This design comes from an exercise in tuning for small area on the open sky130 flow, not from production work. In this exercise RTL edits were held to simulation tests only and were not proved equivalent to the original. No activity file was given, so power comes from the tool's default toggle rates.

==> run a <==
// id_stage
module id_stage (
	input  logic        clk,
	input  logic        rst_i,
	input  logic [31:0] inst_i,
	input  logic [63:0] pc_i,
	input  logic        if_valid_i,
	input  logic        bpu_taken_i,
	input  logic        ex_fwd_valid_i,
	input  logic [4:0]  ex_fwd_addr_i,
	input  logic [63:0] ex_fwd_data_i,
	input  logic        ls_fwd_valid_i,
	input  logic [4:0]  ls_fwd_addr_i,
	input  logic [63:0] ls_fwd_data_i,
	input  logic        wb_fwd_valid_i,
	input  logic [4:0]  wb_fwd_addr_i,
	input  logic [63:0] wb_fwd_data_i,
	input  logic        ex_is_load_i,
	input  logic        ex_ready_i,
	output logic        id_ready_o,
	output logic        id_flush_o,
	output logic        jump_o,
	output logic [63:0] jump_pc_o,
	output logic        id_ex_valid_o,
	output logic [4:0]  id_ex_uop_o,
	output logic [63:0] id_ex_op1_o,
	output logic [63:0] id_ex_op2_o,
	output logic [63:0] id_ex_imm_o,
	output logic [4:0]  id_ex_rd_o,
	output logic        id_ex_rd_en_o,
	output logic        id_ex_is_load_o,
	output logic        id_ex_is_store_o,
	output logic [63:0] id_ex_pc_o
);
==> module id_aoi2, before the edit <==
module id_aoi2 (
	input  logic [1:0] s_i,
	input  logic [1:0] d_i,
	output logic       y_o
);
	assign y_o = ~|(s_i & d_i);
endmodule
==> module id_o41ai, before the edit <==
module id_o41ai (
	input  logic [3:0] a_i,
	input  logic       b_i,
	output logic       y_o
);
	assign y_o = ~(|a_i & b_i);
endmodule
==> module id_rd_bit, before the edit <==
module id_rd_bit (
	input  logic [30:0] s_i,
	input  logic [30:0] d_i,
	input  logic        rf_en_i,
	input  logic [2:0]  fs_i,
	input  logic [2:0]  fd_i,
	output logic        y_o
);
	logic [15:0] lo;
	logic [3:0]  hi;
	logic        rf_n, fa_n, fb_n;
	for (genvar k = 0; k < 15; k++) begin : g_a
		id_aoi2 u_aoi (.s_i(s_i[2*k +: 2]), .d_i(d_i[2*k +: 2]), .y_o(lo[k]));
	end
	id_nand2 u_n2 (.a_i(s_i[30]), .b_i(d_i[30]), .y_o(lo[15]));
	for (genvar k = 0; k < 4; k++) begin : g_n
		id_nand4 u_n4 (.a_i(lo[4*k +: 4]), .y_o(hi[k]));
	end
	id_o41ai u_rf (.a_i(hi), .b_i(rf_en_i), .y_o(rf_n));
	id_aoi2  u_fa (.s_i(fs_i[1:0]), .d_i(fd_i[1:0]), .y_o(fa_n));
	id_nand2 u_fb (.a_i(fs_i[2]), .b_i(fd_i[2]), .y_o(fb_n));
	id_nand3 u_y  (.a_i({rf_n, fa_n, fb_n}), .y_o(y_o));
endmodule
export LEC_CHECK = 0
export CAP_MARGIN = 10
export CORE_MARGIN = 2
export CORE_UTILIZATION = 42
export PLACE_DENSITY = 0.55
export SLEW_MARGIN = 10
export SYNTH_HIERARCHICAL = 1
create_clock -name core_clock -period 15.0 [get_ports {clk}]
standard.sh (not shown) runs the stock make flow with config.mk's settings and CLKGATE_MAP_FILE= SYNTH_SCRIPT=/design/flow/synth_recipe.tcl, a recipe that flattens the netlist after the stock synthesis.
==> flow/flow/run.sh <==
#!/bin/bash
set -euo pipefail
HERE=$(pwd)
bash standard.sh \
  "PRE_FLOORPLAN_TCL=$HERE/flow/downsize.tcl" \
  "FASTROUTE_TCL=$HERE/flow/fastroute.tcl" \
  "BUFFER_PORTS_ARGS=-buffer_cell sky130_fd_sc_hd__buf_1" \
  "CTS_ARGS=-sink_clustering_enable -repair_clock_nets -dont_use_dummy_load -sink_clustering_size 24 -sink_clustering_max_diameter 100" \
  finish > standard.log 2>&1
==> flow/flow/downsize.tcl <==
# Area recovery before floorplan repair: every combinational cell that
# synthesis sized above the smallest drive strength of the same function
# is set back to that smallest variant; the flow's timing and design
# repairs then size up only what needs it. Registers are left as they are.
set db [ord::get_db]
set block [ord::get_db_block]
set n 0
set saved 0.0
foreach inst [$block getInsts] {
  set m [$inst getMaster]
  set name [$m getName]
  if {![regexp {^(sky130_fd_sc_hd__[a-z0-9]+)_([0-9]+)$} $name -> base drive]} { continue }
  if {[$m isSequential]} { continue }
  if {[regexp {__(df|edf|sdf|dl|sed|clk|conb|tap|fill|decap|diode|buf|dly|probe|lpflow)} $name]} { continue }
  set area [expr {[$m getWidth] * [$m getHeight]}]
  set best ""
  foreach d {0 1 2 4} {
    if {$d == $drive} { continue }
    set c [$db findMaster ${base}_$d]
    if {$c eq "NULL" || $c eq ""} { continue }
    set ca [expr {[$c getWidth] * [$c getHeight]}]
    if {$ca < $area} { set area $ca; set best $c }
  }
  if {$best ne ""} {
    set saved [expr {$saved + [$m getWidth] * [$m getHeight] - $area}]
    replace_cell [$inst getName] [$best getName]
    incr n
  }
}
puts "downsize: $n cells set to their smallest drive strength, [expr {$saved / 1e6}] um2 less"
==> flow/flow/fastroute.tcl <==
# Global routing layers as the platform sets them, with less of met1
# handed to global routing so that detailed routing keeps met1 free
# for pin access.
set_global_routing_layer_adjustment $::env(MIN_ROUTING_LAYER)-$::env(MAX_ROUTING_LAYER) 0.2
set_global_routing_layer_adjustment met1 0.6

set_routing_layers -clock $::env(MIN_CLK_ROUTING_LAYER)-$::env(MAX_ROUTING_LAYER)
set_routing_layers -signal $::env(MIN_ROUTING_LAYER)-$::env(MAX_ROUTING_LAYER)
==> run b (differences from run a) <==
--- a/flow/design.v
+++ b/flow/design.v
@@ -124,9 +124,9 @@
 	end
 endmodule
 `timescale 1ns/10ps
-module id_aoi2 (
-	input  logic [1:0] s_i,
-	input  logic [1:0] d_i,
+module id_aoi3 (
+	input  logic [2:0] s_i,
+	input  logic [2:0] d_i,
 	output logic       y_o
 );
 	assign y_o = ~|(s_i & d_i);
@@ -144,14 +144,20 @@
 );
 	assign y_o = ~&a_i;
 endmodule
+module id_or3 (
+	input  logic [2:0] a_i,
+	output logic       y_o
+);
+	assign y_o = |a_i;
+endmodule
 module id_nand3 (
 	input  logic [2:0] a_i,
 	output logic       y_o
 );
 	assign y_o = ~&a_i;
 endmodule
-module id_o41ai (
-	input  logic [3:0] a_i,
+module id_o31ai (
+	input  logic [2:0] a_i,
 	input  logic       b_i,
 	output logic       y_o
 );
@@ -165,20 +171,19 @@
 	input  logic [2:0]  fd_i,
 	output logic        y_o
 );
-	logic [15:0] lo;
-	logic [3:0]  hi;
-	logic        rf_n, fa_n, fb_n;
-	for (genvar k = 0; k < 15; k++) begin : g_a
-		id_aoi2 u_aoi (.s_i(s_i[2*k +: 2]), .d_i(d_i[2*k +: 2]), .y_o(lo[k]));
-	end
-	id_nand2 u_n2 (.a_i(s_i[30]), .b_i(d_i[30]), .y_o(lo[15]));
-	for (genvar k = 0; k < 4; k++) begin : g_n
-		id_nand4 u_n4 (.a_i(lo[4*k +: 4]), .y_o(hi[k]));
+	logic [10:0] lo;
+	logic [2:0]  hi;
+	logic        rf_n, fw_n;
+	for (genvar k = 0; k < 10; k++) begin : g_a
+		id_aoi3 u_aoi (.s_i(s_i[3*k +: 3]), .d_i(d_i[3*k +: 3]), .y_o(lo[k]));
 	end
-	id_o41ai u_rf (.a_i(hi), .b_i(rf_en_i), .y_o(rf_n));
-	id_aoi2  u_fa (.s_i(fs_i[1:0]), .d_i(fd_i[1:0]), .y_o(fa_n));
-	id_nand2 u_fb (.a_i(fs_i[2]), .b_i(fd_i[2]), .y_o(fb_n));
-	id_nand3 u_y  (.a_i({rf_n, fa_n, fb_n}), .y_o(y_o));
+	id_nand2 u_n2 (.a_i(s_i[30]), .b_i(d_i[30]), .y_o(lo[10]));
+	id_nand4 u_n4a (.a_i(lo[3:0]), .y_o(hi[0]));
+	id_nand4 u_n4b (.a_i(lo[7:4]), .y_o(hi[1]));
+	id_nand3 u_n3  (.a_i(lo[10:8]), .y_o(hi[2]));
+	id_o31ai u_rf (.a_i(hi), .b_i(rf_en_i), .y_o(rf_n));
+	id_aoi3  u_fw (.s_i(fs_i), .d_i(fd_i), .y_o(fw_n));
+	id_nand2 u_y  (.a_i(rf_n), .b_i(fw_n), .y_o(y_o));
 endmodule
 module id_regfile (
 	input  logic        clk,
==> flow/flow/fastroute.tcl (replaced) <==
# Global routing layers as the platform sets them, with less of met1
# handed to global routing so that detailed routing keeps met1 free
# for pin access.
set_global_routing_layer_adjustment $::env(MIN_ROUTING_LAYER)-$::env(MAX_ROUTING_LAYER) 0.2
set_global_routing_layer_adjustment met1 0.7

set_routing_layers -clock $::env(MIN_CLK_ROUTING_LAYER)-$::env(MAX_ROUTING_LAYER)
set_routing_layers -signal $::env(MIN_ROUTING_LAYER)-$::env(MAX_ROUTING_LAYER)
- CORE_UTILIZATION: 42 -> 35
- PLACE_DENSITY: 0.55 -> 0.45
==> run c (differences from run a) <==
==> flow/flow/fastroute.tcl (replaced) <==
# Global routing layers as the platform sets them, with less of met1
# handed to global routing so that detailed routing keeps met1 free
# for pin access.
set_global_routing_layer_adjustment $::env(MIN_ROUTING_LAYER)-$::env(MAX_ROUTING_LAYER) 0.2
set_global_routing_layer_adjustment met1 0.7

set_routing_layers -clock $::env(MIN_CLK_ROUTING_LAYER)-$::env(MAX_ROUTING_LAYER)
set_routing_layers -signal $::env(MIN_ROUTING_LAYER)-$::env(MAX_ROUTING_LAYER)
- CORE_UTILIZATION: 42 -> 35
- PLACE_DENSITY: 0.55 -> 0.45
==> summary.md <==
| Metric | Value |
|---|---|
| Buffers outside the clock class | `about 1,000` |
| Fin crit period | `14,310 ps` |
| Final cell count without fillers | `10,669` |
| Multi-input combinational area share | `0.267` |
| CP bufs+invs | `5` |
| Status | `complete, no violations` |
| Num tapcells | `~3,600` |
| Core Util, Final | `0.401` |
| CORE AREA | `around 270,000 sq um` |
| Drt wl/cell | `46.3 um` |
| Final worst slack | `688 ps` |
| Synthesized area | `95,800 sq um` |
| Clock slew at reported path FFs | `100 ps` |
| Multi-input comb cells | `3,556` |
-- figures above: run b

==> summary.md <==
| Metric | Value |
|---|---|
| Buffers outside the clock class | `1,080` |
| IO Count | `649` |
| Seq pwr | `7.61 mW` |
| CORE AREA | `282,000 sq um` |
| Multi-input comb cells | `4,452` |
| Status | `complete, no violations` |
| Final worst slack | `127 ps` |
| Synthesized area | `between 90,000 and 100,000 sq um` |
| CP bufs+invs | `6` |
| Multi-input combinational area share | `0.286` |
| Switch Pwr | `about 3.2 mW` |
| Num tapcells | `approximately 3,700` |
-- figures above: run c

==> summary.md <==
| Metric | Value |
|---|---|
| Status | `complete, no violations` |
| Final worst slack | `240 ps` |
| Final ANT Viol Nets | `0` |
| Fin crit period | `14,760 ps` |
| Final cell count without fillers | `11,156` |
| CORE AREA | `235,000 sq um` |
| Multi-input comb cells | `4,452` |
| Drt wl/cell | `43.2 um` |
| Synthesized area | `98,800 sq um` |
| Setup CP Type | `in2out` |
| Met3 GRT Util | `0.409` |
| CP bufs+invs | `5` |
| Req. time, crit path | `12,000 ps` |
| Buffers outside the clock class | `1,088` |
| Clock slew at reported path FFs | `90 ps` |
-- figures above: run a

-- afterwards: timing with drivers on the ports --
How much do the figures lean on ideal ports? The routed layouts below were timed once more, with nothing changed but the port constraints. Step 1 assumes that a clkbuf_16 drives the clock port and a buf_2 every other input. Step 2 also shifts input and output timing later by t, the mid clock arrival at the registers, as if the neighbouring blocks saw the same clock. Slacks: ideal / step 1 / step 2; pairs: ideal / step 1.
run	shift t [ns]	setup slack, ns	slew at the worst register clock pin (ns)	worst data-port slew with drivers (ns)	pins driven straight from the clock port
run a	0.893	0.240 / 0.202 / 0.202	0.10 / 0.10	0.22	1
run b	0.883	0.688 / 0.655 / 0.655	0.10 / 0.10	0.25	1
run c	0.905	0.127 / 0.032 / 0.032	0.11 / 0.11	0.31	1
After both steps every run listed still meets setup and hold. For run c, which loses most, drivers alone change the setup slack by -0.095 ns; drivers and shift together by -0.095 ns.
